This is an optimization exercise on Yosys and OpenROAD, whose aim is small area and a short achievable clock period, not a production implementation.
No functional check of the RTL was part of any run shown here.
Power is estimated from default activity; no workload was simulated.

File: config.mk
export PLATFORM = sky130hd
export DESIGN_NAME = jpeg_fb_writer
export DESIGN_NICKNAME = jpeg_fb_writer
export VERILOG_FILES = /design/flow/design.v
export SDC_FILE = /design/flow/constraint.sdc
export NUM_CORES = 4
export LEC_CHECK = 0
export CAP_MARGIN = 20
export CORE_MARGIN = 2
export CORE_UTILIZATION = 40
export SETUP_SLACK_MARGIN = 4.6
export SLEW_MARGIN = 20
export SYNTH_HIERARCHICAL = 1
File: constraint.sdc
create_clock -name core_clock -period 9.0 [get_ports {clk}]
set_input_delay 1.8000 -clock core_clock [delete_from_list [all_inputs] [get_ports {clk}]]
set_output_delay 1.8000 -clock core_clock [all_outputs]
set_load 0.01 [all_outputs]
File: design.v
module jpeg_fb_writer #(
  parameter int unsigned       ADDR_W    = 32,
  parameter logic [ADDR_W-1:0] BASE_ADDR = 32'h0010_0000,
  parameter int unsigned       PIX_FMT   = 0
) (
  input  logic              clk,
  input  logic              reset,
  input  logic              in_valid_i,
  input  logic [15:0]       in_width_i,
  input  logic [15:0]       in_height_i,
  input  logic [15:0]       in_x_i,
  input  logic [15:0]       in_y_i,
  input  logic [7:0]        in_r_i,
  input  logic [7:0]        in_g_i,
  input  logic [7:0]        in_b_i,
  output logic              in_accept_o,
  output logic              wr_valid_o,
  output logic [ADDR_W-1:0] wr_addr_o,
  output logic [31:0]       wr_data_o,
  output logic [3:0]        wr_strb_o,
  input  logic              wr_ready_i,
  output logic              frame_done_o,
  output logic              busy_o,
  output logic [15:0]       crop_count_o,
  output logic              geom_err_o
);
  localparam int L = 8;   
  logic        active_q, start_pend_q, frame_done_q, busy_q, geom_err_q;
  logic        s1_valid_q, s1_crop_q, wr_valid_q, strb_q;
  logic [15:0] s1_x_q, s1_yn_q;
  logic [23:0] s1_rgb_q;
  logic [L-1:0]  wr_lo_q;
  logic          wr_c_q;
  logic [29:L]   wr_a_q, wr_b_q;
  logic [23:0] wr_rgb_q;
  logic [15:0] wn_q, w_q, h_q, col_q, row_q, crop_cnt_q;
  logic        en, accept, hs, use_latched, in_bounds, start_ok, wr_load;
  logic        idle, count, col_last, last, frame_end;
  logic        active_d, start_pend_d, wr_valid_d, s1_valid_d;
  logic        in_fresh, in_latched;
  logic [L:0]  lo_sum;
  logic [29:L] hi_sum;
  assign en          = !wr_valid_q | wr_ready_i;
  assign accept      = en & in_valid_i;
  assign hs          = wr_valid_q & wr_ready_i;
  assign idle        = !active_q & !frame_done_q;
  assign use_latched = active_q | start_pend_q;
  assign w_q         = ~wn_q;
  logic        x_lt_in, y_lt_in, x_lt_q, y_lt_q;
  jfw_lt16 u_xi (.a(in_x_i), .b(in_width_i),  .lt(x_lt_in));
  jfw_lt16 u_yi (.a(in_y_i), .b(in_height_i), .lt(y_lt_in));
  jfw_lt16 u_xq (.a(in_x_i), .b(w_q),         .lt(x_lt_q));
  jfw_lt16 u_yq (.a(in_y_i), .b(h_q),         .lt(y_lt_q));
  assign in_fresh    = x_lt_in & y_lt_in;
  assign in_latched  = x_lt_q & y_lt_q;
  assign in_bounds   = use_latched ? in_latched : in_fresh;
  assign start_ok    = accept & in_fresh & !use_latched;
  wire [15:0] yn = s1_yn_q;
  wire [15:0] wn = wn_q;
  wire [15:0] x  = s1_x_q;
  wire ms0, mc0;
  jfw_ha u_ms0 (.a(x[12]), .b(~(yn[0] | wn[12])), .s(ms0), .co(mc0));
  wire ms1, mc1;
  jfw_fa u_ms1 (.a(x[13]), .b(~(yn[0] | wn[13])), .c(~(yn[10] | wn[3])), .s(ms1), .co(mc1));
  wire ms2, mc2;
  jfw_ha u_ms2 (.a(~(yn[11] | wn[2])), .b(~(yn[12] | wn[1])), .s(ms2), .co(mc2));
  wire ms3, mc3;
  jfw_fa u_ms3 (.a(x[14]), .b(~(yn[0] | wn[14])), .c(~(yn[10] | wn[4])), .s(ms3), .co(mc3));
  wire ms4, mc4;
  jfw_fa u_ms4 (.a(~(yn[11] | wn[3])), .b(~(yn[12] | wn[2])), .c(~(yn[13] | wn[1])), .s(ms4), .co(mc4));
  wire ms5, mc5;
  jfw_ha u_ms5 (.a(~(yn[14] | wn[0])), .b(~(yn[1] | wn[13])), .s(ms5), .co(mc5));
  wire ms6, mc6;
  jfw_fa u_ms6 (.a(x[15]), .b(~(yn[0] | wn[15])), .c(~(yn[10] | wn[5])), .s(ms6), .co(mc6));
  wire ms7, mc7;
  jfw_fa u_ms7 (.a(~(yn[11] | wn[4])), .b(~(yn[12] | wn[3])), .c(~(yn[13] | wn[2])), .s(ms7), .co(mc7));
  wire ms8, mc8;
  jfw_fa u_ms8 (.a(~(yn[14] | wn[1])), .b(~(yn[15] | wn[0])), .c(~(yn[1] | wn[14])), .s(ms8), .co(mc8));
  wire ms9, mc9;
  jfw_ha u_ms9 (.a(~(yn[2] | wn[13])), .b(~(yn[3] | wn[12])), .s(ms9), .co(mc9));
  wire ms10, mc10;
  jfw_fa u_ms10 (.a(~(yn[10] | wn[6])), .b(~(yn[11] | wn[5])), .c(~(yn[12] | wn[4])), .s(ms10), .co(mc10));
  wire ms11, mc11;
  jfw_fa u_ms11 (.a(~(yn[13] | wn[3])), .b(~(yn[14] | wn[2])), .c(~(yn[15] | wn[1])), .s(ms11), .co(mc11));
  wire ms12, mc12;
  jfw_fa u_ms12 (.a(~(yn[1] | wn[15])), .b(~(yn[2] | wn[14])), .c(~(yn[3] | wn[13])), .s(ms12), .co(mc12));
  wire ms13, mc13;
  jfw_fa u_ms13 (.a(~(yn[10] | wn[7])), .b(~(yn[11] | wn[6])), .c(~(yn[12] | wn[5])), .s(ms13), .co(mc13));
  wire ms14, mc14;
  jfw_fa u_ms14 (.a(~(yn[13] | wn[4])), .b(~(yn[14] | wn[3])), .c(~(yn[15] | wn[2])), .s(ms14), .co(mc14));
  wire ms15, mc15;
  jfw_fa u_ms15 (.a(1'b1), .b(~(yn[10] | wn[8])), .c(~(yn[11] | wn[7])), .s(ms15), .co(mc15));
  wire ms16, mc16;
  jfw_ha u_ms16 (.a(~(yn[12] | wn[6])), .b(~(yn[13] | wn[5])), .s(ms16), .co(mc16));
  wire ms17, mc17;
  jfw_ha u_ms17 (.a(~(yn[10] | wn[9])), .b(~(yn[11] | wn[8])), .s(ms17), .co(mc17));
  wire ms18, mc18;
  jfw_ha u_ms18 (.a(x[8]), .b(~(yn[0] | wn[8])), .s(ms18), .co(mc18));
  wire ms19, mc19;
  jfw_fa u_ms19 (.a(x[9]), .b(~(yn[0] | wn[9])), .c(~(yn[1] | wn[8])), .s(ms19), .co(mc19));
  wire ms20, mc20;
  jfw_ha u_ms20 (.a(~(yn[2] | wn[7])), .b(~(yn[3] | wn[6])), .s(ms20), .co(mc20));
  wire ms21, mc21;
  jfw_fa u_ms21 (.a(x[10]), .b(~(yn[0] | wn[10])), .c(~(yn[10] | wn[0])), .s(ms21), .co(mc21));
  wire ms22, mc22;
  jfw_fa u_ms22 (.a(~(yn[1] | wn[9])), .b(~(yn[2] | wn[8])), .c(~(yn[3] | wn[7])), .s(ms22), .co(mc22));
  wire ms23, mc23;
  jfw_ha u_ms23 (.a(~(yn[4] | wn[6])), .b(~(yn[5] | wn[5])), .s(ms23), .co(mc23));
  wire ms24, mc24;
  jfw_fa u_ms24 (.a(x[11]), .b(~(yn[0] | wn[11])), .c(~(yn[10] | wn[1])), .s(ms24), .co(mc24));
  wire ms25, mc25;
  jfw_fa u_ms25 (.a(~(yn[11] | wn[0])), .b(~(yn[1] | wn[10])), .c(~(yn[2] | wn[9])), .s(ms25), .co(mc25));
  wire ms26, mc26;
  jfw_fa u_ms26 (.a(~(yn[3] | wn[8])), .b(~(yn[4] | wn[7])), .c(~(yn[5] | wn[6])), .s(ms26), .co(mc26));
  wire ms27, mc27;
  jfw_ha u_ms27 (.a(~(yn[6] | wn[5])), .b(~(yn[7] | wn[4])), .s(ms27), .co(mc27));
  wire ms28, mc28;
  jfw_fa u_ms28 (.a(~(yn[10] | wn[2])), .b(~(yn[11] | wn[1])), .c(~(yn[12] | wn[0])), .s(ms28), .co(mc28));
  wire ms29, mc29;
  jfw_fa u_ms29 (.a(~(yn[1] | wn[11])), .b(~(yn[2] | wn[10])), .c(~(yn[3] | wn[9])), .s(ms29), .co(mc29));
  wire ms30, mc30;
  jfw_fa u_ms30 (.a(~(yn[4] | wn[8])), .b(~(yn[5] | wn[7])), .c(~(yn[6] | wn[6])), .s(ms30), .co(mc30));
  wire ms31, mc31;
  jfw_fa u_ms31 (.a(~(yn[7] | wn[5])), .b(~(yn[8] | wn[4])), .c(~(yn[9] | wn[3])), .s(ms31), .co(mc31));
  wire ms32, mc32;
  jfw_fa u_ms32 (.a(~(yn[13] | wn[0])), .b(~(yn[1] | wn[12])), .c(~(yn[2] | wn[11])), .s(ms32), .co(mc32));
  wire ms33, mc33;
  jfw_fa u_ms33 (.a(~(yn[3] | wn[10])), .b(~(yn[4] | wn[9])), .c(~(yn[5] | wn[8])), .s(ms33), .co(mc33));
  wire ms34, mc34;
  jfw_fa u_ms34 (.a(~(yn[6] | wn[7])), .b(~(yn[7] | wn[6])), .c(~(yn[8] | wn[5])), .s(ms34), .co(mc34));
  wire ms35, mc35;
  jfw_fa u_ms35 (.a(~(yn[9] | wn[4])), .b(mc0), .c(ms2), .s(ms35), .co(mc35));
  wire ms36, mc36;
  jfw_fa u_ms36 (.a(~(yn[2] | wn[12])), .b(~(yn[3] | wn[11])), .c(~(yn[4] | wn[10])), .s(ms36), .co(mc36));
  wire ms37, mc37;
  jfw_fa u_ms37 (.a(~(yn[5] | wn[9])), .b(~(yn[6] | wn[8])), .c(~(yn[7] | wn[7])), .s(ms37), .co(mc37));
  wire ms38, mc38;
  jfw_fa u_ms38 (.a(~(yn[8] | wn[6])), .b(~(yn[9] | wn[5])), .c(mc2), .s(ms38), .co(mc38));
  wire ms39, mc39;
  jfw_fa u_ms39 (.a(ms5), .b(mc1), .c(ms3), .s(ms39), .co(mc39));
  wire ms40, mc40;
  jfw_fa u_ms40 (.a(~(yn[4] | wn[11])), .b(~(yn[5] | wn[10])), .c(~(yn[6] | wn[9])), .s(ms40), .co(mc40));
  wire ms41, mc41;
  jfw_fa u_ms41 (.a(~(yn[7] | wn[8])), .b(~(yn[8] | wn[7])), .c(~(yn[9] | wn[6])), .s(ms41), .co(mc41));
  wire ms42, mc42;
  jfw_fa u_ms42 (.a(mc5), .b(ms9), .c(mc3), .s(ms42), .co(mc42));
  wire ms43, mc43;
  jfw_fa u_ms43 (.a(mc4), .b(ms6), .c(ms7), .s(ms43), .co(mc43));
  wire ms44, mc44;
  jfw_fa u_ms44 (.a(~(yn[4] | wn[12])), .b(~(yn[5] | wn[11])), .c(~(yn[6] | wn[10])), .s(ms44), .co(mc44));
  wire ms45, mc45;
  jfw_fa u_ms45 (.a(~(yn[7] | wn[9])), .b(~(yn[8] | wn[8])), .c(~(yn[9] | wn[7])), .s(ms45), .co(mc45));
  wire ms46, mc46;
  jfw_fa u_ms46 (.a(mc9), .b(mc6), .c(mc7), .s(ms46), .co(mc46));
  wire ms47, mc47;
  jfw_fa u_ms47 (.a(mc8), .b(ms10), .c(ms11), .s(ms47), .co(mc47));
  wire ms48, mc48;
  jfw_fa u_ms48 (.a(~(yn[2] | wn[15])), .b(~(yn[3] | wn[14])), .c(~(yn[4] | wn[13])), .s(ms48), .co(mc48));
  wire ms49, mc49;
  jfw_fa u_ms49 (.a(~(yn[5] | wn[12])), .b(~(yn[6] | wn[11])), .c(~(yn[7] | wn[10])), .s(ms49), .co(mc49));
  wire ms50, mc50;
  jfw_fa u_ms50 (.a(~(yn[8] | wn[9])), .b(~(yn[9] | wn[8])), .c(mc10), .s(ms50), .co(mc50));
  wire ms51, mc51;
  jfw_fa u_ms51 (.a(mc11), .b(mc12), .c(ms13), .s(ms51), .co(mc51));
  wire ms52, mc52;
  jfw_fa u_ms52 (.a(~(yn[14] | wn[4])), .b(~(yn[15] | wn[3])), .c(~(yn[3] | wn[15])), .s(ms52), .co(mc52));
  wire ms53, mc53;
  jfw_fa u_ms53 (.a(~(yn[4] | wn[14])), .b(~(yn[5] | wn[13])), .c(~(yn[6] | wn[12])), .s(ms53), .co(mc53));
  wire ms54, mc54;
  jfw_fa u_ms54 (.a(~(yn[7] | wn[11])), .b(~(yn[8] | wn[10])), .c(~(yn[9] | wn[9])), .s(ms54), .co(mc54));
  wire ms55, mc55;
  jfw_fa u_ms55 (.a(ms16), .b(mc13), .c(mc14), .s(ms55), .co(mc55));
  wire ms56, mc56;
  jfw_fa u_ms56 (.a(~(yn[12] | wn[7])), .b(~(yn[13] | wn[6])), .c(~(yn[14] | wn[5])), .s(ms56), .co(mc56));
  wire ms57, mc57;
  jfw_fa u_ms57 (.a(~(yn[15] | wn[4])), .b(~(yn[4] | wn[15])), .c(~(yn[5] | wn[14])), .s(ms57), .co(mc57));
  wire ms58, mc58;
  jfw_fa u_ms58 (.a(~(yn[6] | wn[13])), .b(~(yn[7] | wn[12])), .c(~(yn[8] | wn[11])), .s(ms58), .co(mc58));
  wire ms59, mc59;
  jfw_fa u_ms59 (.a(~(yn[9] | wn[10])), .b(mc16), .c(ms17), .s(ms59), .co(mc59));
  wire ms60, mc60;
  jfw_fa u_ms60 (.a(~(yn[10] | wn[10])), .b(~(yn[11] | wn[9])), .c(~(yn[12] | wn[8])), .s(ms60), .co(mc60));
  wire ms61, mc61;
  jfw_fa u_ms61 (.a(~(yn[13] | wn[7])), .b(~(yn[14] | wn[6])), .c(~(yn[15] | wn[5])), .s(ms61), .co(mc61));
  wire ms62, mc62;
  jfw_fa u_ms62 (.a(~(yn[5] | wn[15])), .b(~(yn[6] | wn[14])), .c(~(yn[7] | wn[13])), .s(ms62), .co(mc62));
  wire ms63, mc63;
  jfw_ha u_ms63 (.a(~(yn[8] | wn[12])), .b(~(yn[9] | wn[11])), .s(ms63), .co(mc63));
  wire ms64, mc64;
  jfw_fa u_ms64 (.a(~(yn[10] | wn[11])), .b(~(yn[11] | wn[10])), .c(~(yn[12] | wn[9])), .s(ms64), .co(mc64));
  wire ms65, mc65;
  jfw_fa u_ms65 (.a(~(yn[13] | wn[8])), .b(~(yn[14] | wn[7])), .c(~(yn[15] | wn[6])), .s(ms65), .co(mc65));
  wire ms66, mc66;
  jfw_ha u_ms66 (.a(~(yn[6] | wn[15])), .b(~(yn[7] | wn[14])), .s(ms66), .co(mc66));
  wire ms67, mc67;
  jfw_fa u_ms67 (.a(~(yn[10] | wn[12])), .b(~(yn[11] | wn[11])), .c(~(yn[12] | wn[10])), .s(ms67), .co(mc67));
  wire ms68, mc68;
  jfw_ha u_ms68 (.a(~(yn[13] | wn[9])), .b(~(yn[14] | wn[8])), .s(ms68), .co(mc68));
  wire ms69, mc69;
  jfw_ha u_ms69 (.a(~(yn[10] | wn[13])), .b(~(yn[11] | wn[12])), .s(ms69), .co(mc69));
  wire ms70, mc70;
  jfw_ha u_ms70 (.a(x[5]), .b(~(yn[0] | wn[5])), .s(ms70), .co(mc70));
  wire ms71, mc71;
  jfw_fa u_ms71 (.a(x[6]), .b(~(yn[0] | wn[6])), .c(~(yn[1] | wn[5])), .s(ms71), .co(mc71));
  wire ms72, mc72;
  jfw_ha u_ms72 (.a(~(yn[2] | wn[4])), .b(~(yn[3] | wn[3])), .s(ms72), .co(mc72));
  wire ms73, mc73;
  jfw_fa u_ms73 (.a(x[7]), .b(~(yn[0] | wn[7])), .c(~(yn[1] | wn[6])), .s(ms73), .co(mc73));
  wire ms74, mc74;
  jfw_fa u_ms74 (.a(~(yn[2] | wn[5])), .b(~(yn[3] | wn[4])), .c(~(yn[4] | wn[3])), .s(ms74), .co(mc74));
  wire ms75, mc75;
  jfw_ha u_ms75 (.a(~(yn[5] | wn[2])), .b(~(yn[6] | wn[1])), .s(ms75), .co(mc75));
  wire ms76, mc76;
  jfw_fa u_ms76 (.a(~(yn[1] | wn[7])), .b(~(yn[2] | wn[6])), .c(~(yn[3] | wn[5])), .s(ms76), .co(mc76));
  wire ms77, mc77;
  jfw_fa u_ms77 (.a(~(yn[4] | wn[4])), .b(~(yn[5] | wn[3])), .c(~(yn[6] | wn[2])), .s(ms77), .co(mc77));
  wire ms78, mc78;
  jfw_fa u_ms78 (.a(~(yn[7] | wn[1])), .b(~(yn[8] | wn[0])), .c(ms18), .s(ms78), .co(mc78));
  wire ms79, mc79;
  jfw_fa u_ms79 (.a(~(yn[4] | wn[5])), .b(~(yn[5] | wn[4])), .c(~(yn[6] | wn[3])), .s(ms79), .co(mc79));
  wire ms80, mc80;
  jfw_fa u_ms80 (.a(~(yn[7] | wn[2])), .b(~(yn[8] | wn[1])), .c(~(yn[9] | wn[0])), .s(ms80), .co(mc80));
  wire ms81, mc81;
  jfw_fa u_ms81 (.a(mc18), .b(ms20), .c(ms19), .s(ms81), .co(mc81));
  wire ms82, mc82;
  jfw_fa u_ms82 (.a(~(yn[6] | wn[4])), .b(~(yn[7] | wn[3])), .c(~(yn[8] | wn[2])), .s(ms82), .co(mc82));
  wire ms83, mc83;
  jfw_fa u_ms83 (.a(~(yn[9] | wn[1])), .b(mc20), .c(ms23), .s(ms83), .co(mc83));
  wire ms84, mc84;
  jfw_fa u_ms84 (.a(mc19), .b(ms21), .c(ms22), .s(ms84), .co(mc84));
  wire ms85, mc85;
  jfw_fa u_ms85 (.a(~(yn[8] | wn[3])), .b(~(yn[9] | wn[2])), .c(mc23), .s(ms85), .co(mc85));
  wire ms86, mc86;
  jfw_fa u_ms86 (.a(ms27), .b(mc21), .c(mc22), .s(ms86), .co(mc86));
  wire ms87, mc87;
  jfw_fa u_ms87 (.a(ms24), .b(ms25), .c(ms26), .s(ms87), .co(mc87));
  wire ms88, mc88;
  jfw_fa u_ms88 (.a(mc27), .b(ms0), .c(mc24), .s(ms88), .co(mc88));
  wire ms89, mc89;
  jfw_fa u_ms89 (.a(mc25), .b(mc26), .c(ms28), .s(ms89), .co(mc89));
  wire ms90, mc90;
  jfw_fa u_ms90 (.a(ms29), .b(ms30), .c(ms31), .s(ms90), .co(mc90));
  wire ms91, mc91;
  jfw_fa u_ms91 (.a(mc28), .b(mc29), .c(mc30), .s(ms91), .co(mc91));
  wire ms92, mc92;
  jfw_fa u_ms92 (.a(mc31), .b(ms1), .c(ms32), .s(ms92), .co(mc92));
  wire ms93, mc93;
  jfw_fa u_ms93 (.a(ms33), .b(ms34), .c(ms35), .s(ms93), .co(mc93));
  wire ms94, mc94;
  jfw_fa u_ms94 (.a(mc32), .b(mc33), .c(mc34), .s(ms94), .co(mc94));
  wire ms95, mc95;
  jfw_fa u_ms95 (.a(ms36), .b(ms37), .c(ms4), .s(ms95), .co(mc95));
  wire ms96, mc96;
  jfw_fa u_ms96 (.a(mc35), .b(ms38), .c(ms39), .s(ms96), .co(mc96));
  wire ms97, mc97;
  jfw_fa u_ms97 (.a(mc36), .b(mc37), .c(ms40), .s(ms97), .co(mc97));
  wire ms98, mc98;
  jfw_fa u_ms98 (.a(ms41), .b(ms8), .c(mc38), .s(ms98), .co(mc98));
  wire ms99, mc99;
  jfw_fa u_ms99 (.a(mc39), .b(ms42), .c(ms43), .s(ms99), .co(mc99));
  wire ms100, mc100;
  jfw_fa u_ms100 (.a(mc40), .b(mc41), .c(ms12), .s(ms100), .co(mc100));
  wire ms101, mc101;
  jfw_fa u_ms101 (.a(ms44), .b(ms45), .c(mc42), .s(ms101), .co(mc101));
  wire ms102, mc102;
  jfw_fa u_ms102 (.a(mc43), .b(ms46), .c(ms47), .s(ms102), .co(mc102));
  wire ms103, mc103;
  jfw_fa u_ms103 (.a(mc44), .b(mc45), .c(ms14), .s(ms103), .co(mc103));
  wire ms104, mc104;
  jfw_fa u_ms104 (.a(ms48), .b(ms49), .c(mc46), .s(ms104), .co(mc104));
  wire ms105, mc105;
  jfw_fa u_ms105 (.a(mc47), .b(ms50), .c(ms51), .s(ms105), .co(mc105));
  wire ms106, mc106;
  jfw_fa u_ms106 (.a(mc48), .b(mc49), .c(ms15), .s(ms106), .co(mc106));
  wire ms107, mc107;
  jfw_fa u_ms107 (.a(ms52), .b(ms53), .c(ms54), .s(ms107), .co(mc107));
  wire ms108, mc108;
  jfw_fa u_ms108 (.a(mc50), .b(mc51), .c(ms55), .s(ms108), .co(mc108));
  wire ms109, mc109;
  jfw_fa u_ms109 (.a(mc15), .b(mc52), .c(mc53), .s(ms109), .co(mc109));
  wire ms110, mc110;
  jfw_fa u_ms110 (.a(mc54), .b(ms56), .c(ms57), .s(ms110), .co(mc110));
  wire ms111, mc111;
  jfw_fa u_ms111 (.a(ms58), .b(ms59), .c(mc55), .s(ms111), .co(mc111));
  wire ms112, mc112;
  jfw_fa u_ms112 (.a(mc17), .b(ms63), .c(mc56), .s(ms112), .co(mc112));
  wire ms113, mc113;
  jfw_fa u_ms113 (.a(mc57), .b(mc58), .c(ms60), .s(ms113), .co(mc113));
  wire ms114, mc114;
  jfw_fa u_ms114 (.a(ms61), .b(ms62), .c(mc59), .s(ms114), .co(mc114));
  wire ms115, mc115;
  jfw_fa u_ms115 (.a(~(yn[8] | wn[13])), .b(~(yn[9] | wn[12])), .c(mc63), .s(ms115), .co(mc115));
  wire ms116, mc116;
  jfw_fa u_ms116 (.a(ms66), .b(mc60), .c(mc61), .s(ms116), .co(mc116));
  wire ms117, mc117;
  jfw_fa u_ms117 (.a(mc62), .b(ms64), .c(ms65), .s(ms117), .co(mc117));
  wire ms118, mc118;
  jfw_fa u_ms118 (.a(~(yn[15] | wn[7])), .b(~(yn[7] | wn[15])), .c(~(yn[8] | wn[14])), .s(ms118), .co(mc118));
  wire ms119, mc119;
  jfw_fa u_ms119 (.a(~(yn[9] | wn[13])), .b(mc66), .c(ms68), .s(ms119), .co(mc119));
  wire ms120, mc120;
  jfw_fa u_ms120 (.a(mc64), .b(mc65), .c(ms67), .s(ms120), .co(mc120));
  wire ms121, mc121;
  jfw_fa u_ms121 (.a(~(yn[12] | wn[11])), .b(~(yn[13] | wn[10])), .c(~(yn[14] | wn[9])), .s(ms121), .co(mc121));
  wire ms122, mc122;
  jfw_fa u_ms122 (.a(~(yn[15] | wn[8])), .b(~(yn[8] | wn[15])), .c(~(yn[9] | wn[14])), .s(ms122), .co(mc122));
  wire ms123, mc123;
  jfw_fa u_ms123 (.a(mc68), .b(ms69), .c(mc67), .s(ms123), .co(mc123));
  wire ms124, mc124;
  jfw_fa u_ms124 (.a(~(yn[10] | wn[14])), .b(~(yn[11] | wn[13])), .c(~(yn[12] | wn[12])), .s(ms124), .co(mc124));
  wire ms125, mc125;
  jfw_fa u_ms125 (.a(~(yn[13] | wn[11])), .b(~(yn[14] | wn[10])), .c(~(yn[15] | wn[9])), .s(ms125), .co(mc125));
  wire ms126, mc126;
  jfw_ha u_ms126 (.a(~(yn[9] | wn[15])), .b(mc69), .s(ms126), .co(mc126));
  wire ms127, mc127;
  jfw_fa u_ms127 (.a(~(yn[10] | wn[15])), .b(~(yn[11] | wn[14])), .c(~(yn[12] | wn[13])), .s(ms127), .co(mc127));
  wire ms128, mc128;
  jfw_ha u_ms128 (.a(~(yn[13] | wn[12])), .b(~(yn[14] | wn[11])), .s(ms128), .co(mc128));
  wire ms129, mc129;
  jfw_ha u_ms129 (.a(~(yn[11] | wn[15])), .b(~(yn[12] | wn[14])), .s(ms129), .co(mc129));
  wire ms130, mc130;
  jfw_ha u_ms130 (.a(x[3]), .b(~(yn[0] | wn[3])), .s(ms130), .co(mc130));
  wire ms131, mc131;
  jfw_fa u_ms131 (.a(x[4]), .b(~(yn[0] | wn[4])), .c(~(yn[1] | wn[3])), .s(ms131), .co(mc131));
  wire ms132, mc132;
  jfw_ha u_ms132 (.a(~(yn[2] | wn[2])), .b(~(yn[3] | wn[1])), .s(ms132), .co(mc132));
  wire ms133, mc133;
  jfw_fa u_ms133 (.a(~(yn[1] | wn[4])), .b(~(yn[2] | wn[3])), .c(~(yn[3] | wn[2])), .s(ms133), .co(mc133));
  wire ms134, mc134;
  jfw_fa u_ms134 (.a(~(yn[4] | wn[1])), .b(~(yn[5] | wn[0])), .c(ms70), .s(ms134), .co(mc134));
  wire ms135, mc135;
  jfw_fa u_ms135 (.a(~(yn[4] | wn[2])), .b(~(yn[5] | wn[1])), .c(~(yn[6] | wn[0])), .s(ms135), .co(mc135));
  wire ms136, mc136;
  jfw_fa u_ms136 (.a(mc70), .b(ms72), .c(ms71), .s(ms136), .co(mc136));
  wire ms137, mc137;
  jfw_fa u_ms137 (.a(~(yn[7] | wn[0])), .b(mc72), .c(ms75), .s(ms137), .co(mc137));
  wire ms138, mc138;
  jfw_fa u_ms138 (.a(mc71), .b(ms73), .c(ms74), .s(ms138), .co(mc138));
  wire ms139, mc139;
  jfw_fa u_ms139 (.a(mc75), .b(mc73), .c(mc74), .s(ms139), .co(mc139));
  wire ms140, mc140;
  jfw_fa u_ms140 (.a(ms76), .b(ms77), .c(ms78), .s(ms140), .co(mc140));
  wire ms141, mc141;
  jfw_fa u_ms141 (.a(mc76), .b(mc77), .c(ms79), .s(ms141), .co(mc141));
  wire ms142, mc142;
  jfw_fa u_ms142 (.a(ms80), .b(mc78), .c(ms81), .s(ms142), .co(mc142));
  wire ms143, mc143;
  jfw_fa u_ms143 (.a(mc79), .b(mc80), .c(ms82), .s(ms143), .co(mc143));
  wire ms144, mc144;
  jfw_fa u_ms144 (.a(ms83), .b(mc81), .c(ms84), .s(ms144), .co(mc144));
  wire ms145, mc145;
  jfw_fa u_ms145 (.a(mc82), .b(mc83), .c(ms85), .s(ms145), .co(mc145));
  wire ms146, mc146;
  jfw_fa u_ms146 (.a(mc84), .b(ms86), .c(ms87), .s(ms146), .co(mc146));
  wire ms147, mc147;
  jfw_fa u_ms147 (.a(mc85), .b(mc86), .c(mc87), .s(ms147), .co(mc147));
  wire ms148, mc148;
  jfw_fa u_ms148 (.a(ms88), .b(ms89), .c(ms90), .s(ms148), .co(mc148));
  wire ms149, mc149;
  jfw_fa u_ms149 (.a(mc88), .b(mc89), .c(mc90), .s(ms149), .co(mc149));
  wire ms150, mc150;
  jfw_fa u_ms150 (.a(ms91), .b(ms92), .c(ms93), .s(ms150), .co(mc150));
  wire ms151, mc151;
  jfw_fa u_ms151 (.a(mc91), .b(mc92), .c(ms94), .s(ms151), .co(mc151));
  wire ms152, mc152;
  jfw_fa u_ms152 (.a(ms95), .b(mc93), .c(ms96), .s(ms152), .co(mc152));
  wire ms153, mc153;
  jfw_fa u_ms153 (.a(mc94), .b(mc95), .c(ms97), .s(ms153), .co(mc153));
  wire ms154, mc154;
  jfw_fa u_ms154 (.a(ms98), .b(mc96), .c(ms99), .s(ms154), .co(mc154));
  wire ms155, mc155;
  jfw_fa u_ms155 (.a(mc97), .b(mc98), .c(ms100), .s(ms155), .co(mc155));
  wire ms156, mc156;
  jfw_fa u_ms156 (.a(ms101), .b(mc99), .c(ms102), .s(ms156), .co(mc156));
  wire ms157, mc157;
  jfw_fa u_ms157 (.a(mc100), .b(ms103), .c(mc101), .s(ms157), .co(mc157));
  wire ms158, mc158;
  jfw_fa u_ms158 (.a(ms104), .b(mc102), .c(ms105), .s(ms158), .co(mc158));
  wire ms159, mc159;
  jfw_fa u_ms159 (.a(mc103), .b(ms106), .c(ms107), .s(ms159), .co(mc159));
  wire ms160, mc160;
  jfw_fa u_ms160 (.a(mc104), .b(mc105), .c(ms108), .s(ms160), .co(mc160));
  wire ms161, mc161;
  jfw_fa u_ms161 (.a(mc106), .b(mc107), .c(ms109), .s(ms161), .co(mc161));
  wire ms162, mc162;
  jfw_fa u_ms162 (.a(ms110), .b(mc108), .c(ms111), .s(ms162), .co(mc162));
  wire ms163, mc163;
  jfw_fa u_ms163 (.a(mc109), .b(mc110), .c(ms112), .s(ms163), .co(mc163));
  wire ms164, mc164;
  jfw_fa u_ms164 (.a(ms113), .b(mc111), .c(ms114), .s(ms164), .co(mc164));
  wire ms165, mc165;
  jfw_fa u_ms165 (.a(ms115), .b(mc112), .c(mc113), .s(ms165), .co(mc165));
  wire ms166, mc166;
  jfw_fa u_ms166 (.a(ms116), .b(ms117), .c(mc114), .s(ms166), .co(mc166));
  wire ms167, mc167;
  jfw_fa u_ms167 (.a(ms118), .b(mc115), .c(ms119), .s(ms167), .co(mc167));
  wire ms168, mc168;
  jfw_fa u_ms168 (.a(mc116), .b(mc117), .c(ms120), .s(ms168), .co(mc168));
  wire ms169, mc169;
  jfw_fa u_ms169 (.a(mc118), .b(ms121), .c(ms122), .s(ms169), .co(mc169));
  wire ms170, mc170;
  jfw_fa u_ms170 (.a(mc119), .b(mc120), .c(ms123), .s(ms170), .co(mc170));
  wire ms171, mc171;
  jfw_fa u_ms171 (.a(mc121), .b(mc122), .c(ms126), .s(ms171), .co(mc171));
  wire ms172, mc172;
  jfw_fa u_ms172 (.a(ms124), .b(ms125), .c(mc123), .s(ms172), .co(mc172));
  wire ms173, mc173;
  jfw_fa u_ms173 (.a(~(yn[15] | wn[10])), .b(ms128), .c(mc124), .s(ms173), .co(mc173));
  wire ms174, mc174;
  jfw_fa u_ms174 (.a(mc125), .b(mc126), .c(ms127), .s(ms174), .co(mc174));
  wire ms175, mc175;
  jfw_fa u_ms175 (.a(~(yn[13] | wn[13])), .b(~(yn[14] | wn[12])), .c(~(yn[15] | wn[11])), .s(ms175), .co(mc175));
  wire ms176, mc176;
  jfw_fa u_ms176 (.a(mc128), .b(ms129), .c(mc127), .s(ms176), .co(mc176));
  wire ms177, mc177;
  jfw_fa u_ms177 (.a(~(yn[12] | wn[15])), .b(~(yn[13] | wn[14])), .c(~(yn[14] | wn[13])), .s(ms177), .co(mc177));
  wire ms178, mc178;
  jfw_ha u_ms178 (.a(~(yn[15] | wn[12])), .b(mc129), .s(ms178), .co(mc178));
  wire ms179, mc179;
  jfw_ha u_ms179 (.a(~(yn[13] | wn[15])), .b(~(yn[14] | wn[14])), .s(ms179), .co(mc179));
  wire ms180, mc180;
  jfw_ha u_ms180 (.a(x[2]), .b(~(yn[0] | wn[2])), .s(ms180), .co(mc180));
  wire ms181, mc181;
  jfw_fa u_ms181 (.a(~(yn[1] | wn[2])), .b(~(yn[2] | wn[1])), .c(~(yn[3] | wn[0])), .s(ms181), .co(mc181));
  wire ms182, mc182;
  jfw_fa u_ms182 (.a(~(yn[4] | wn[0])), .b(mc130), .c(ms132), .s(ms182), .co(mc182));
  wire ms183, mc183;
  jfw_fa u_ms183 (.a(mc132), .b(mc131), .c(ms133), .s(ms183), .co(mc183));
  wire ms184, mc184;
  jfw_fa u_ms184 (.a(mc133), .b(ms135), .c(mc134), .s(ms184), .co(mc184));
  wire ms185, mc185;
  jfw_fa u_ms185 (.a(mc135), .b(ms137), .c(mc136), .s(ms185), .co(mc185));
  wire ms186, mc186;
  jfw_fa u_ms186 (.a(mc137), .b(mc138), .c(ms139), .s(ms186), .co(mc186));
  wire ms187, mc187;
  jfw_fa u_ms187 (.a(mc139), .b(ms141), .c(mc140), .s(ms187), .co(mc187));
  wire ms188, mc188;
  jfw_fa u_ms188 (.a(mc141), .b(ms143), .c(mc142), .s(ms188), .co(mc188));
  wire ms189, mc189;
  jfw_fa u_ms189 (.a(mc143), .b(ms145), .c(mc144), .s(ms189), .co(mc189));
  wire ms190, mc190;
  jfw_fa u_ms190 (.a(mc145), .b(mc146), .c(ms147), .s(ms190), .co(mc190));
  wire ms191, mc191;
  jfw_fa u_ms191 (.a(mc147), .b(mc148), .c(ms149), .s(ms191), .co(mc191));
  wire ms192, mc192;
  jfw_fa u_ms192 (.a(mc149), .b(ms151), .c(mc150), .s(ms192), .co(mc192));
  wire ms193, mc193;
  jfw_fa u_ms193 (.a(mc151), .b(ms153), .c(mc152), .s(ms193), .co(mc193));
  wire ms194, mc194;
  jfw_fa u_ms194 (.a(mc153), .b(ms155), .c(mc154), .s(ms194), .co(mc194));
  wire ms195, mc195;
  jfw_fa u_ms195 (.a(mc155), .b(ms157), .c(mc156), .s(ms195), .co(mc195));
  wire ms196, mc196;
  jfw_fa u_ms196 (.a(ms159), .b(mc157), .c(mc158), .s(ms196), .co(mc196));
  wire ms197, mc197;
  jfw_fa u_ms197 (.a(mc159), .b(ms161), .c(mc160), .s(ms197), .co(mc197));
  wire ms198, mc198;
  jfw_fa u_ms198 (.a(mc161), .b(ms163), .c(mc162), .s(ms198), .co(mc198));
  wire ms199, mc199;
  jfw_fa u_ms199 (.a(mc163), .b(ms165), .c(mc164), .s(ms199), .co(mc199));
  wire ms200, mc200;
  jfw_fa u_ms200 (.a(ms167), .b(mc165), .c(mc166), .s(ms200), .co(mc200));
  wire ms201, mc201;
  jfw_fa u_ms201 (.a(ms169), .b(mc167), .c(mc168), .s(ms201), .co(mc201));
  wire ms202, mc202;
  jfw_fa u_ms202 (.a(mc169), .b(ms171), .c(mc170), .s(ms202), .co(mc202));
  wire ms203, mc203;
  jfw_fa u_ms203 (.a(mc171), .b(ms173), .c(ms174), .s(ms203), .co(mc203));
  wire ms204, mc204;
  jfw_fa u_ms204 (.a(ms175), .b(mc173), .c(mc174), .s(ms204), .co(mc204));
  wire ms205, mc205;
  jfw_fa u_ms205 (.a(mc175), .b(ms178), .c(ms177), .s(ms205), .co(mc205));
  wire ms206, mc206;
  jfw_fa u_ms206 (.a(~(yn[15] | wn[13])), .b(ms179), .c(mc177), .s(ms206), .co(mc206));
  wire ms207, mc207;
  jfw_ha u_ms207 (.a(~(yn[14] | wn[15])), .b(~(yn[15] | wn[14])), .s(ms207), .co(mc207));
  wire ms208, mc208;
  jfw_ha u_ms208 (.a(x[1]), .b(~(yn[0] | wn[1])), .s(ms208), .co(mc208));
  wire ms209, mc209;
  jfw_fa u_ms209 (.a(~(yn[1] | wn[1])), .b(~(yn[2] | wn[0])), .c(ms180), .s(ms209), .co(mc209));
  wire ms210, mc210;
  jfw_fa u_ms210 (.a(mc180), .b(ms130), .c(ms181), .s(ms210), .co(mc210));
  wire ms211, mc211;
  jfw_fa u_ms211 (.a(mc181), .b(ms131), .c(ms182), .s(ms211), .co(mc211));
  wire ms212, mc212;
  jfw_fa u_ms212 (.a(mc182), .b(ms134), .c(ms183), .s(ms212), .co(mc212));
  wire ms213, mc213;
  jfw_fa u_ms213 (.a(mc183), .b(ms136), .c(ms184), .s(ms213), .co(mc213));
  wire ms214, mc214;
  jfw_fa u_ms214 (.a(ms138), .b(mc184), .c(ms185), .s(ms214), .co(mc214));
  wire ms215, mc215;
  jfw_fa u_ms215 (.a(ms140), .b(mc185), .c(ms186), .s(ms215), .co(mc215));
  wire ms216, mc216;
  jfw_fa u_ms216 (.a(mc186), .b(ms142), .c(ms187), .s(ms216), .co(mc216));
  wire ms217, mc217;
  jfw_fa u_ms217 (.a(ms144), .b(mc187), .c(ms188), .s(ms217), .co(mc217));
  wire ms218, mc218;
  jfw_fa u_ms218 (.a(ms146), .b(mc188), .c(ms189), .s(ms218), .co(mc218));
  wire ms219, mc219;
  jfw_fa u_ms219 (.a(ms148), .b(mc189), .c(ms190), .s(ms219), .co(mc219));
  wire ms220, mc220;
  jfw_fa u_ms220 (.a(ms150), .b(mc190), .c(ms191), .s(ms220), .co(mc220));
  wire ms221, mc221;
  jfw_fa u_ms221 (.a(mc191), .b(ms152), .c(ms192), .s(ms221), .co(mc221));
  wire ms222, mc222;
  jfw_fa u_ms222 (.a(ms154), .b(mc192), .c(ms193), .s(ms222), .co(mc222));
  wire ms223, mc223;
  jfw_fa u_ms223 (.a(ms156), .b(mc193), .c(ms194), .s(ms223), .co(mc223));
  wire ms224, mc224;
  jfw_fa u_ms224 (.a(ms158), .b(mc194), .c(ms195), .s(ms224), .co(mc224));
  wire ms225, mc225;
  jfw_fa u_ms225 (.a(ms160), .b(mc195), .c(ms196), .s(ms225), .co(mc225));
  wire ms226, mc226;
  jfw_fa u_ms226 (.a(ms162), .b(mc196), .c(ms197), .s(ms226), .co(mc226));
  wire ms227, mc227;
  jfw_fa u_ms227 (.a(ms164), .b(mc197), .c(ms198), .s(ms227), .co(mc227));
  wire ms228, mc228;
  jfw_fa u_ms228 (.a(ms166), .b(mc198), .c(ms199), .s(ms228), .co(mc228));
  wire ms229, mc229;
  jfw_fa u_ms229 (.a(ms168), .b(mc199), .c(ms200), .s(ms229), .co(mc229));
  wire ms230, mc230;
  jfw_fa u_ms230 (.a(ms170), .b(mc200), .c(ms201), .s(ms230), .co(mc230));
  wire ms231, mc231;
  jfw_fa u_ms231 (.a(ms172), .b(mc201), .c(ms202), .s(ms231), .co(mc231));
  wire ms232, mc232;
  jfw_fa u_ms232 (.a(mc172), .b(ms203), .c(mc202), .s(ms232), .co(mc232));
  wire ms233, mc233;
  jfw_fa u_ms233 (.a(ms176), .b(mc203), .c(ms204), .s(ms233), .co(mc233));
  wire ms234, mc234;
  jfw_fa u_ms234 (.a(mc176), .b(ms205), .c(mc204), .s(ms234), .co(mc234));
  wire ms235, mc235;
  jfw_fa u_ms235 (.a(mc178), .b(mc205), .c(ms206), .s(ms235), .co(mc235));
  wire ms236, mc236;
  jfw_fa u_ms236 (.a(mc179), .b(ms207), .c(mc206), .s(ms236), .co(mc236));
  wire [29:0] mra = {mc235, mc234, mc233, mc232, mc231, mc230, mc229, mc228, mc227, mc226, mc225, mc224, mc223, mc222, mc221, mc220, mc219, mc218, mc217, mc216, mc215, mc214, mc213, mc212, mc211, mc210, mc209, mc208, ms208, x[0]};
  wire [29:0] mrb = {ms236, ms235, ms234, ms233, ms232, ms231, ms230, ms229, ms228, ms227, ms226, ms225, ms224, ms223, ms222, ms221, ms220, ms219, ms218, ms217, ms216, ms215, ms214, ms213, ms212, ms211, ms210, ms209, ~(yn[1] | wn[0]), ~(yn[0] | wn[0])};
  assign lo_sum      = {1'b0, mra[L-1:0]} + {1'b0, mrb[L-1:0]};
  assign wr_load     = en & s1_valid_q & !s1_crop_q;
  assign s1_valid_d  = en ? in_valid_i : s1_valid_q;
  assign wr_valid_d  = en ? (s1_valid_q & !s1_crop_q) : wr_valid_q;
  assign count       = active_q & hs;
  assign col_last    = col_q == 16'd1;
  assign last        = col_last & (row_q == 16'd1);
  assign frame_end   = count & last;
  assign active_d     = (idle & (start_pend_q | start_ok)) | (active_q & !frame_end);
  assign start_pend_d = frame_done_q & start_ok;
  always_ff @(posedge clk) begin
    if (en) begin
      s1_x_q    <= in_x_i;
      s1_yn_q   <= ~in_y_i;
      s1_rgb_q  <= {in_r_i, in_g_i, in_b_i};
      s1_crop_q <= !in_bounds;
    end
    if (wr_load) begin
      wr_lo_q  <= lo_sum[L-1:0];
      wr_c_q   <= lo_sum[L];
      wr_a_q   <= mra[29:L];
      wr_b_q   <= mrb[29:L];
      wr_rgb_q <= s1_rgb_q;
    end
    if (start_ok) begin
      wn_q  <= ~in_width_i;
      h_q   <= in_height_i;
      col_q <= in_width_i;
      row_q <= in_height_i;
    end else if (count) begin
      col_q <= col_last ? w_q : col_q - 16'd1;
      if (col_last) row_q <= row_q - 16'd1;
    end
  end
  always_ff @(posedge clk) begin
    if (!reset) begin
      active_q     <= 1'b0;
      start_pend_q <= 1'b0;
      frame_done_q <= 1'b0;
      busy_q       <= 1'b0;
      geom_err_q   <= 1'b0;
      s1_valid_q   <= 1'b0;
      wr_valid_q   <= 1'b0;
      strb_q       <= 1'b0;
      crop_cnt_q   <= '0;
    end else begin
      active_q     <= active_d;
      start_pend_q <= start_pend_d;
      frame_done_q <= frame_end;
      busy_q       <= active_d | frame_end | s1_valid_d | wr_valid_d | start_pend_d;
      if (active_q & accept & ((in_width_i != w_q) | (in_height_i != h_q)))
        geom_err_q <= 1'b1;
      s1_valid_q   <= s1_valid_d;
      wr_valid_q   <= wr_valid_d;
      if (wr_load) strb_q <= 1'b1;
      if (start_ok)
        crop_cnt_q <= 16'd0;
      else if (en & s1_valid_q & s1_crop_q & (crop_cnt_q != 16'hFFFF))
        crop_cnt_q <= crop_cnt_q + 16'd1;
    end
  end
  jfw_cpa_hi u_hi (.a(wr_a_q), .b(wr_b_q), .ci(wr_c_q), .s(hi_sum));
  jfw_accept u_acc (.wr_valid(wr_valid_q), .wr_ready(wr_ready_i), .accept(in_accept_o));
  assign wr_valid_o   = wr_valid_q;
  assign wr_addr_o    = strb_q ? {hi_sum, wr_lo_q, 2'b00} : 32'd0;
  assign wr_data_o    = strb_q ? {8'h00, wr_rgb_q} : 32'd0;
  assign wr_strb_o    = {4{strb_q}};
  assign frame_done_o = frame_done_q;
  assign busy_o       = busy_q;
  assign crop_count_o = crop_cnt_q;
  assign geom_err_o   = geom_err_q;
endmodule
module jfw_cpa_hi (input logic [29:8] a, b, input logic ci, output logic [29:8] s);
  logic [30-8:0] t;
  assign t = {a, 1'b1} + {b, ci};
  assign s = t[30-8:1];
endmodule
module jfw_lt16 (input logic [15:0] a, b, output logic lt);
  assign lt = a < b;
endmodule
module jfw_accept (input logic wr_valid, wr_ready, output logic accept);
  assign accept = !wr_valid | wr_ready;
endmodule
module jfw_fa (input logic a, b, c, output logic s, co);
  assign s  = a ^ b ^ c;
  assign co = (a & b) | (c & (a ^ b));
endmodule
module jfw_ha (input logic a, b, output logic s, co);
  assign s  = a ^ b;
  assign co = a & b;
endmodule
File: run.sh
#!/bin/bash
# synth_recipe.tcl (not shown) runs the flow's synth.tcl, then flattens the netlist and writes it again
# the make line also repeats each setting of config.mk as NAME=value (left out here)
make -C /OpenROAD-flow-scripts/flow DESIGN_CONFIG=/design/flow/config.mk WORK_HOME=/design/flow/orfs CLKGATE_MAP_FILE= SYNTH_SCRIPT=/design/flow/synth_recipe.tcl finish
==> results of run 1 <==
[cell usage after synthesis (all sizes together), types with 3 or more instances]
cell type	n	area, um2
nor3	23	120
a21o	18	135
a221o	4	40.0
o2111ai	8	76.3
nand4	29	181
a21boi	4	30.0
a211oi	3	22.5
xnor2	47	412
o31ai	5	37.5
nor4b	3	32.5
a31oi	4	31.3
o21ai	41	205
o22ai	4	25.0
and3	11	68.8
o311ai	4	35.0
edfxtp	198	5950
a21oi	49	260
nand3	16	80.1
a2111oi	6	58.8
or3	9	61.3
mux2i	4	40.0
nor2b	9	66.3
ha	121	1510
a311oi	13	170
nand2b	10	65.1
o211ai	3	27.5
fa	212	4240
clkbuf	74	278
xor2	43	377
buf	33	211
and2	59	369
inv	128	480
nand2	56	213
nor4	12	118
dfxtp	24	480
o21a	14	105
nor2	317	1190
[kinds of logic after synthesis]
logic type	Yosys count
DFF	222
xor gates and xnor gates	90
buffers and inverters	236
other	2
AOI/OAI and AO/OA	189
and+or+nand+nor	566
adders and majority gates	333
muxes	5
[where the power goes]
group	internal, W	leakage [nW]	switching [W]
Clock	0.000614	0.425	0.000450
Combinational	0.000817	6.38	0.000914
Sequential	0.00134	2.09	0.0000966
Total	0.00277	8.89	0.00146
[layout by cell type, fill, tap and decap left out, types with 5 or more instances in the layout]
| cell type | instances |
|---|---|
| buf_4 | 35 |
| dfxtp_1 | 23 |
| conb_1 | 11 |
| clkbuf_16 | 27 |
| xnor2_1 | 47 |
| nor3_1 | 22 |
| ha_4 | 11 |
| nor2_4 | 5 |
| nor2b_1 | 7 |
| a311oi_2 | 9 |
| o21ai_0 | 27 |
| o21ai_1 | 12 |
| nand3_1 | 14 |
| fa_1 | 211 |
| nor2_1 | 311 |
| nand4_1 | 29 |
| buf_2 | 8 |
| edfxtp_1 | 198 |
| o21a_1 | 14 |
| clkdlybuf4s50_1 | 147 |
| or3_1 | 8 |
| a21oi_1 | 36 |
| nand2_1 | 52 |
| dlygate4sd2_1 | 10 |
| inv_1 | 126 |
| a21oi_2 | 10 |
| a21o_1 | 18 |
| nor4_1 | 7 |
| xor2_1 | 43 |
| ha_1 | 107 |
| o2111ai_1 | 6 |
| and2_1 | 58 |
| and3_1 | 10 |
| nand2b_1 | 9 |
| clkbuf_1 | 5 |
[flip-flops by register name, summed over array words and instances (netlist names), 16 cells and up]
| register | cells |
|---|---|
| wr_rgb_q | 24 |
| crop_cnt_q | 16 |
| wn_q | 16 |
| s1_yn_q | 16 |
| s1_rgb_q | 24 |
| row_q | 16 |
| wr_a_q | 22 |
| col_q | 16 |
| s1_x_q | 16 |
| wr_b_q | 22 |
| h_q | 16 |
[through the flow]
stage	power, W	worst slack [ns]	hold WS (ns)	cells	utilization
2_1_floorplan	0.00255	4.64	0.400	1652	-
3_3_place_gp	0.00298	3.41	0.400	2323	0.455
3_5_place_dp	0.00304	3.31	0.405	2323	0.455
4_1_cts	0.00423	4.39	0.419	2390	0.484
5_1_grt	0.00454	4.30	0.423	2398	0.487
6_report	0.00423	4.43	0.417	2398	0.487
[modules after synthesis, one instance, submodules excluded]
module	area, um2	cells
jfw_ha	12.5	1
jfw_lt16	375	52
jfw_fa	20.0	1
jpeg_fb_writer	10700	1024
jfw_cpa_hi	1260	173
jfw_accept	6.26	1
[path summary, 6_finish.rpt]
| check | start | end | slack, ns | depth (start not counted) |
|---|---|---|---|---|
| worst max-delay path | wr_a_q[11] | wr_addr_o[31] | 4.43 | 11 |
| worst min-delay path | s1_rgb_q[3] | wr_rgb_q[3] | 0.42 | 0 |
| worst max register to register | wn_q[14] | wr_b_q[18] | 4.81 | 7 |
| worst min register to register | s1_rgb_q[3] | wr_rgb_q[3] | 0.42 | 0 |
[final cells by class]
cell class | instances | area share
multi-input cells | 1194 | 0.512
flip-flops and latches | 222 | 0.298
clock buffers | 36 | 0.0347
repair inverters | 1 | 0.000290
inverters | 129 | 0.0228
diodes | 1 | 0.000116
repair buffers | 211 | 0.0937
well taps | 592 | 0.0343
clock inverters | 12 | 0.00481
[worst max-delay path: cells and delay by family (launching register included)]
family | cells | cell delay (ns)
buf+inv | 3 | 0.47
xor+xnor | 1 | 0.12
compound gates | 3 | 0.48
fa+ha+maj | 1 | 0.30
simple gates | 3 | 0.43
flops | 1 | 0.41
[metal layers]
metal	wire, um	vias up
li1	-	5806
met1	20000	6342
met2	22300	471
met3	4110	95
met4	1480	10
met5	56	-
[timing repair]
item                                   4_1_cts  5_1_grt
endpoints found under the hold margin        0        0
resized for setup                          118       27
gates cloned                                 2        0
buffers inserted                            17        7
setup endpoints to repair                  127       96
pin swaps                                   28       13
==> flow_summary_export.csv, run 1 <==
group,metric,value,unit
grt,antenna_found_initial,6,
drt,totalWireLength,47900,um
critical_path,crit_top_cell,"buf_4",
grt,grt_pass1_vias,13700,
cts,path_clk_slew,0.06,ns
critical_path,cp_max_fo,5,
cts,cts_made_buffers,26,
grt,use_met2,0.341,
synth,ys_seq_area_frac,0.356,
drt,detail_route.wl_per_cell,20.0,um
timing,min_period_over_period,0.508,
synth,yosys.area_share.adder,0.319,
placed_design,place.gp.congestion,0.856,
synth,synth-compound-area-share,0.0745,
grt,met3_usage,0.0465,
drt,detail-route-antenna-nets,0,
floorplanning,num_rows,77,
grt,busiest_layer,"met2",
outcome,status,"timing/DRC/antenna clean",
timing,relSlewSlack,0.244,
critical_path,critPathArrivalTime,2.77,ns
final_layout,multi_input_area,11100,um2
placed_design,dp_hpwl,34400,um
floorplanning,dieHeight,216,um
timing,finalSetupTns,0,ns
synth,synth.avg_cell_area,11.0,um2
final_layout,area_growth,19.8,%
placed_design,io_buffers,170,
timing,rsz0062_at_grt,"yes",
cts,htree_levels,1,
hold_path,hold_path.class,"flop to flop",
drt,routed_via_density,5.31,
synth,yosys_warnings,7,
grt,grt_max_degree,62,
floorplanning,pin_count,181,
synth,synth_edf_count,198,
timing,worstMarginPinSlew,1.13,ns
synth,synth-simple-area-share,0.149,
floorplanning,start_util,0.407,
grt,grt_usage,0.207,
run,cap_violations,0,
critical_path,critPathMaxStageDelay,0.41,ns
placed_design,post_dp_cell_area,20100,um2
critical_path,worstPathCellList,"ha_4, a21oi_4, nand2b_2, nand3b_4, buf_4, a311oi_4, buf_4, o21ai_2, xnor2_1, and2_1, buf_2",
timing,period_minus_slack,4.57,ns
critical_path,critPathRequiredTime,7.20,ns
synth,synth_top_family_by_area,"adder cells",
synth,synthCells,1643,
synth,synth_seq_cells,222,
power,pwr_density_cell,196,nW/um2
synth,synth_xor_area_frac,0.0437,
cts,clockRootBuffer,"clkbuf_16",
synth,ys_types,80,
critical_path,crit_path_end_kind,"output port",
synth,async_reset_ff_frac,0,
timing,skew,0.0156,ns
grt,grt_pass1_wl,76100,um
critical_path,critPathKind,"flop to output port",
timing,finalHoldViolCount,0,
timing,setup_violations,0,
drt,drc_errors,0,
cts,cts_buffer_depth,3,
critical_path,critPathSlowestCell,"edfxtp_1",
grt,use_met1,0.272,
floorplanning,die_w,216,um
critical_path,crit_path_start_kind,"flop",
drt,drtPass1Iterations,5,
synth,ys.flop_type,"edfxtp_1",
final_layout,final_area,21600,um2
synth,syn_area,18000,um2
drt,vias,12700,
final_layout,drive_above_1_share,0.102,
cts,holdBufCountCts,0,
cts,insertion_delay,0.56,ns
floorplanning,dieArea,46800,um2
power,ir_drop,0.000146,V
cts,cts_sinks,222,
final_layout,layout.nets,2210,
final_layout,ff_latch_area,6430,um2
floorplanning,coreArea,44300,um2
final_layout,n_fill_cell,3995,
cts,cts_tree,"done",
grt,overflow,0,
drt,drt_iter0_drc,759,
power,p_leak,8.89,nW
timing,clock.fmax,0.219,GHz
timing,maxSlewViolCount,0,
synth,synthMuxAreaShare,0.00285,
==> inputs of run 2 (changes only) <==
==> flow/run.sh (new file) <==
#!/bin/bash
# Own layout flow: the standard flow, with plain buf_1 cells as the port buffers
# (instead of the delay-cell buffer the resizer picks by default). Every port still gets
# its own buffer. The full make output goes to std_flow.log in the work folder.
set -euo pipefail
export BUFFER_PORTS_ARGS="-buffer_cell sky130_fd_sc_hd__buf_1"
bash standard.sh finish > std_flow.log 2>&1
==> standard.sh (new file) <==
#!/bin/bash
# synth_recipe.tcl (not shown) runs the flow's synth.tcl, then flattens the netlist and writes it again
# the make line also repeats each setting of config.mk as NAME=value (left out here)
make -C /OpenROAD-flow-scripts/flow DESIGN_CONFIG=/design/flow/config.mk WORK_HOME=/design/flow/orfs CLKGATE_MAP_FILE= SYNTH_SCRIPT=/design/flow/synth_recipe.tcl "${@:-finish}"
removed: run.sh
==> run 2 against run 1 <==
Against the previous run: cell count down 0.46%; utilization down 2.8 points; hold slack hardly changed; clock power shrank 8%; design area decreased by 5.7%; non-clock buffer count fell by 10; sequential share of layout area increased by 1.8 points; largest power group unchanged; sequential power barely moved.
==> flow_summary_export.csv, run 2 <==
group,metric,value,unit
run,cap_violations,0,
grt,grt_pass1_vias,13400,
final_layout,top_regs,"s1_rgb_q: 24 flops, wr_rgb_q: 24 flops",
placed_design,io_buffers,170,
final_layout,ff_latch_area,6430,um2
final_layout,multi_input_area,11000,um2
synth,ys.flop_type,"edfxtp_1",
grt,grt_usage,0.203,
synth,synth_seq_cells,222,
floorplanning,die_w,216,um
synth,ys_types,80,
placed_design,post_dp_cell_area,19100,um2
cts,insertion_delay,0.56,ns
drt,totalWireLength,46800,um
floorplanning,start_util,0.407,
power,ir_drop,0.000140,V
timing,skew,0.0413,ns
final_layout,drive_above_1_share,0.0910,
synth,synth.most_common_cell,"nor2_1",
power,p_leak,8.35,nW
grt,grt_max_degree,62,
drt,drtPass1Iterations,5,
placed_design,post-place-cells,2320,
final_layout,post-route-util,0.460,
timing,maxSlewViolCount,0,
grt,grt_pass1_wl,74500,um
drt,drc_errors,0,
critical_path,critPathSlowestCell,"edfxtp_1",
floorplanning,num_rows,77,
hold_path,hold_path.class,"flop to flop",
critical_path,cp_max_fo,5,
timing,setup_violations,0,
grt,overflow,0,
cts,cts_sinks,222,
final_layout,n_fill_cell,4107,
timing,period_minus_slack,4.50,ns
synth,syn_area,18000,um2
timing,worstMarginPinSlew,1.07,ns
critical_path,critPathKind,"flop to output port",
timing,relSlewSlack,0.284,
critical_path,critPathMaxStageDelay,0.42,ns
critical_path,critPathRequiredTime,7.20,ns
synth,yosys_warnings,7,
timing,finalSetupTns,0,ns
floorplanning,dieArea,46800,um2
cts,cts_made_buffers,25,
synth,synth_common_cells,"nor2_1, fa_1, edfxtp_1",
timing,clock.fmax,0.222,GHz
synth,synth_largest_area_cell,"edfxtp_1",
critical_path,crit_path_end_kind,"output port",
synth,ys_seq_area_frac,0.356,
drt,routed_via_density,5.29,
synth,synth.avg_cell_area,11.0,um2
synth,yosysTopAreaCellShare,0.330,
critical_path,worstPathCellList,"ha_4, nor2b_4, o2111ai_2, nand3b_4, a311oi_4, o21ai_1, xor2_1, and2_1, clkbuf_2",
final_layout,area_growth,13.0,%
cts,path_clk_slew,0.06,ns
power,pwr_density_cell,198,nW/um2
timing,finalHoldViolCount,0,
synth,ys_top_cells_by_area,"edfxtp_1, fa_1, ha_1, nor2_1, dfxtp_1",
critical_path,critPathArrivalTime,2.70,ns
cts,holdBufCountCts,0,
synth,synth_edf_count,198,
final_layout,layout_commonest_cell,"nor2_1",
synth,async_reset_ff_frac,0,
final_layout,final_cell_mix,"nor2_1, fa_1, edfxtp_1",
floorplanning,coreArea,44300,um2
power,total_power,0.00403,W
drt,vias,12600,
floorplanning,dieHeight,216,um
timing,min_period_over_period,0.500,
cts,clockRootBuffer,"clkbuf_16",
grt,antenna_found_initial,2,
placed_design,place.gp.congestion,0.839,
cts,cts_tree,"done",
timing,rsz0062_at_grt,"yes",
cts,htree_levels,1,
final_layout,final_area,20400,um2
final_layout,final_cells,2387,
drt,detail_route.wl_per_cell,19.6,um
placed_design,dp_hpwl,34100,um
floorplanning,pin_count,181,
cts,cts_buffer_depth,3,
final_layout,layout.nets,2198,
drt,detail-route-antenna-nets,0,
drt,drt_iter0_drc,921,
synth,synthCells,1643,
critical_path,crit_path_start_kind,"flop",
outcome,status,"timing/DRC/antenna clean",
run 2: logic make-up after synthesis:
kind of cell               Yosys count  synth area share
DFF                                222             0.356
muxes                                5           0.00285
adders and majority gates          333             0.319
AOI/OAI and AO/OA                  189            0.0745
other                                2          0.000417
xor gates and xnor gates            90            0.0437
buffers and inverters              236            0.0540
and+or+nand+nor                    566             0.149
run 2: timing repair:
| action | 4_1_cts | 5_1_grt |
|---|---|---|
| cloned | 0 | 1 |
| setup buffers | 10 | 7 |
| endpoints found under the hold margin | 0 | 0 |
| pin swaps | 17 | 13 |
| endpoints found under the setup margin | 73 | 66 |
| resized for setup | 59 | 31 |
run 2: layer usage:
layer	wire [um]	vias to the layer above	track usage	part of all wire
met4	953	0	0.0530	0.020
met1	20800	6379	0.275	0.44
met3	2910	65	0.0316	0.062
li1	-	5768	-	-
met2	22200	422	0.340	0.47
met5	0	-	0	0
run 2: per-module statistics from Yosys (local to each module, per instance):
module | cells inside | copies in the design
jfw_accept | 1 | 1
jfw_cpa_hi | 173 | 1
jfw_fa | 1 | 210
jfw_ha | 1 | 27
jfw_lt16 | 52 | 4
jpeg_fb_writer | 1024 | 1
run 2: area by class of cell:
| class | count | area share |
|---|---|---|
| multi-input combinational | 1194 | 0.539 |
| sequential | 222 | 0.315 |
| timing repair buffer | 201 | 0.0474 |
| tap | 592 | 0.0364 |
| clock buffer | 35 | 0.0341 |
| inverter | 129 | 0.0244 |
| clock inverter | 11 | 0.00338 |
| antenna | 3 | 0.000368 |
run 2: path summary, 6_finish.rpt:
path	startpoint	end	slack, ns	cells after the start
worst max register to register	wn_q[14]	wr_b_q[18]	4.74	7
worst max-delay path	wr_b_q[9]	wr_addr_o[23]	4.50	9
worst min register to register	s1_rgb_q[8]	wr_rgb_q[8]	0.42	0
worst min-delay path	s1_rgb_q[8]	wr_rgb_q[8]	0.42	0
run 2: per-stage QoR:
step,hold slack [ns],setup slack (ns)
2_1_floorplan,0.400,4.64
3_3_place_gp,0.400,3.53
3_5_place_dp,0.405,3.41
4_1_cts,0.417,4.43
5_1_grt,0.419,4.40
6_report,0.417,4.50
run 2: power by group:
group / internal (W) / total (W) / switching, W
sequential: 0.00134 / 0.00143 / 0.0000963
clock: 0.000542 / 0.000971 / 0.000429
combinational: 0.000746 / 0.00163 / 0.000883
run 2: critical path, delay by kind of cell, from the launching register on:
family                   cells  cell delay (ns)
AO/OA/AOI/OAI                3             0.73
XOR/XNOR                     1             0.15
adder cells (fa/ha/maj)      1             0.26
buffers and inverters        1             0.12
flip-flops                   1             0.42
AND/OR/NAND/NOR              3             0.45
==> inputs of run 3 (changes only) <==
--- a/design.v
+++ b/design.v
@@ -38,5 +38,5 @@
   logic        idle, count, col_last, last, frame_end;
   logic        active_d, start_pend_d, wr_valid_d, s1_valid_d;
-  logic        in_fresh, in_latched;
+  logic [15:0] w_used, h_used;
   logic [L:0]  lo_sum;
   logic [29:L] hi_sum;
@@ -47,13 +47,8 @@
   assign use_latched = active_q | start_pend_q;
   assign w_q         = ~wn_q;
-  logic        x_lt_in, y_lt_in, x_lt_q, y_lt_q;
-  jfw_lt16 u_xi (.a(in_x_i), .b(in_width_i),  .lt(x_lt_in));
-  jfw_lt16 u_yi (.a(in_y_i), .b(in_height_i), .lt(y_lt_in));
-  jfw_lt16 u_xq (.a(in_x_i), .b(w_q),         .lt(x_lt_q));
-  jfw_lt16 u_yq (.a(in_y_i), .b(h_q),         .lt(y_lt_q));
-  assign in_fresh    = x_lt_in & y_lt_in;
-  assign in_latched  = x_lt_q & y_lt_q;
-  assign in_bounds   = use_latched ? in_latched : in_fresh;
-  assign start_ok    = accept & in_fresh & !use_latched;
+  assign w_used      = use_latched ? w_q : in_width_i;
+  assign h_used      = use_latched ? h_q : in_height_i;
+  assign in_bounds   = (in_x_i < w_used) & (in_y_i < h_used);
+  assign start_ok    = accept & in_bounds & !use_latched;
   wire [15:0] yn = s1_yn_q;
   wire [15:0] wn = wn_q;
@@ -562,8 +557,8 @@
       wn_q  <= ~in_width_i;
       h_q   <= in_height_i;
-      col_q <= in_width_i;
+      col_q <= w_used;
       row_q <= in_height_i;
     end else if (count) begin
-      col_q <= col_last ? w_q : col_q - 16'd1;
+      col_q <= col_last ? w_used : col_q - 16'd1;
       if (col_last) row_q <= row_q - 16'd1;
     end
@@ -612,7 +607,4 @@
   assign s = t[30-8:1];
 endmodule
-module jfw_lt16 (input logic [15:0] a, b, output logic lt);
-  assign lt = a < b;
-endmodule
 module jfw_accept (input logic wr_valid, wr_ready, output logic accept);
   assign accept = !wr_valid | wr_ready;
==> run 3 against run 2 <==
Against the previous run: still clean; setup slack got worse by 0.13 ns; sequential power increased by 12%; sequential share of layout area increased by 1.6 points; synthesized cell count decreased by 11%; via count decreased by 10%; power increased by 29%; maximum frequency decreased by 2.8%; cell count decreased by 9.5%; global-route usage decreased by 0.71 points; first-iteration DRC count decreased by 24%; register-to-register slack improved by 0.10 ns.
==> flow_summary_export.csv, run 3 <==
group,metric,value,unit
grt,grt_pass1_vias,12200,
synth,ys_seq_area_frac,0.376,
floorplanning,die_w,211,um
timing,worstMarginPinSlew,0.959,ns
power,seqPwrFrac,0.307,
final_layout,final_cell_mix,"nor2_1, fa_1, edfxtp_1",
run,cap_violations,0,
hold_path,hold_path.class,"flop to flop",
synth,yosys.area_share.adder,0.315,
power,p_int,0.00329,W
synth,synth_seq_cells,222,
placed_design,io_buffers,170,
floorplanning,num_rows,75,
cts,cts_tree,"done",
floorplanning,coreArea,42000,um2
floorplanning,dieHeight,211,um
cts,insertion_delay,0.57,ns
cts,cts_made_buffers,27,
timing,relSlewSlack,0.361,
floorplanning,start_util,0.406,
synth,ys.flop_type,"edfxtp_1",
synth,yosysTopAreaCellShare,0.348,
timing,whs,0.410,ns
final_layout,post-route-util,0.461,
outcome,status,"timing/DRC/antenna clean",
power,pwr_density_cell,268,nW/um2
critical_path,critPathArrivalTime,2.83,ns
synth,ys_types,60,
final_layout,n_fill_cell,3911,
timing,clock.fmax,0.216,GHz
timing,finalSetupTns,0,ns
critical_path,crit_path_start_kind,"flop",
synth,ys_top_cells_by_area,"edfxtp_1, fa_1, ha_1, nor2_1, xnor2_1",
critical_path,path_buf_inv,1,
drt,drt_iter0_drc,703,
drt,drtPass1Iterations,7,
critical_path,critPathRequiredTime,7.20,ns
placed_design,place.gp.congestion,0.857,
power,ir_drop,0.000169,V
synth,syn_area,17100,um2
critical_path,crit_path_end_kind,"output port",
power,p_switching,0.00191,W
floorplanning,pin_count,181,
timing,finalHoldViolCount,0,
synth,synth_edf_count,198,
critical_path,cp_max_fo,3,
power,swShare,0.368,
cts,cts_buffer_depth,3,
synth,yosys_warnings,7,
## run 3: kinds of logic after synthesis
| logic type | count (synthesis) |
|---|---|
| muxes | 48 |
| AOI/OAI and AO/OA | 128 |
| xor gates and xnor gates | 100 |
| and+or+nand+nor | 510 |
| DFF | 222 |
| adders and majority gates | 303 |
| other | 2 |
| buffers and inverters | 152 |
## run 3: what timing repair did
action                                  in CTS  in global routing
hold endpoints to repair                     0                  0
endpoints found under the setup margin      79                 80
gates cloned                                 1                  0
setup buffers                                7                  8
pin swaps                                   23                 11
resized for setup                           46                 14
## run 3: layer usage
metal	global-route usage	wire [um]	vias up
met4	0.0476	940	4
li1	-	-	5185
met5	0	25	-
met2	0.324	19700	398
met3	0.0413	2900	82
met1	0.264	18600	5698
## run 3: worst reg2reg max path: cells and delay by family (launching register included)
kind / cells / cell delay [ns]
flops: 1 / 0.94
simple gates: 1 / 0.16
fa+ha+maj: 6 / 2.80
## run 3: modules after synthesis (local to each module, per instance)
module	times used	cells inside	flops+latches	area, um2
jpeg_fb_writer	1	1078	222	11400
jfw_cpa_hi	1	149	0	1090
jfw_ha	27	1	0	12.5
jfw_fa	210	1	0	20.0
jfw_accept	1	1	0	6.26
## run 3: layout make-up
cell class,count,share of cell area
diodes,1,0.000129
clock buffers,35,0.0379
repair inverters,1,0.000387
well taps,539,0.0348
clock inverters,15,0.0105
multi-input cells,1100,0.529
inverters,51,0.0101
flip-flops and latches,222,0.331
repair buffers,196,0.0459
## run 3: metrics by stage
stage / total power (W) / cell area, um2 / std cells / worst slack (ns)
floorplan: 0.00327 / 17200 / 1474 / 4.34
global placement: 0.00387 / 18100 / 2093 / 3.83
detailed placement: 0.00392 / 18100 / 2093 / 3.82
CTS: 0.00519 / 19300 / 2151 / 4.33
global route: 0.00567 / 19400 / 2159 / 4.21
finish: 0.00520 / 19400 / 2160 / 4.37
## run 3: power by group through the flow
stage | registers (W) | logic, W | clock network (W)
after global routing | 0.00162 | 0.00284 | 0.00121
after detailed placement | 0.00161 | 0.00231 | 0
after global placement | 0.00161 | 0.00226 | 0
after CTS | 0.00160 | 0.00242 | 0.00117
after floorplan | 0.00153 | 0.00175 | 0
final | 0.00160 | 0.00246 | 0.00114
## run 3: worst paths after layout
| kind | from | to | slack, ns | cells past startpoint |
|---|---|---|---|---|
| worst min register to register | s1_rgb_q[6] | wr_rgb_q[6] | 0.41 | 0 |
| worst max register to register | wn_q[13] | wr_b_q[15] | 4.84 | 7 |
| worst max-delay path | wr_a_q[8] | wr_addr_o[28] | 4.37 | 10 |
| worst min-delay path | s1_rgb_q[6] | wr_rgb_q[6] | 0.41 | 0 |

Re-timed with assumed drivers on the ports (clkbuf_16 on the clock, buf_2 on other inputs), run 3 has 4.318 ns of setup slack against 4.370 ns with ideal ports, and 4.284 ns once port delays also move by the mid clock arrival of 0.610 ns.
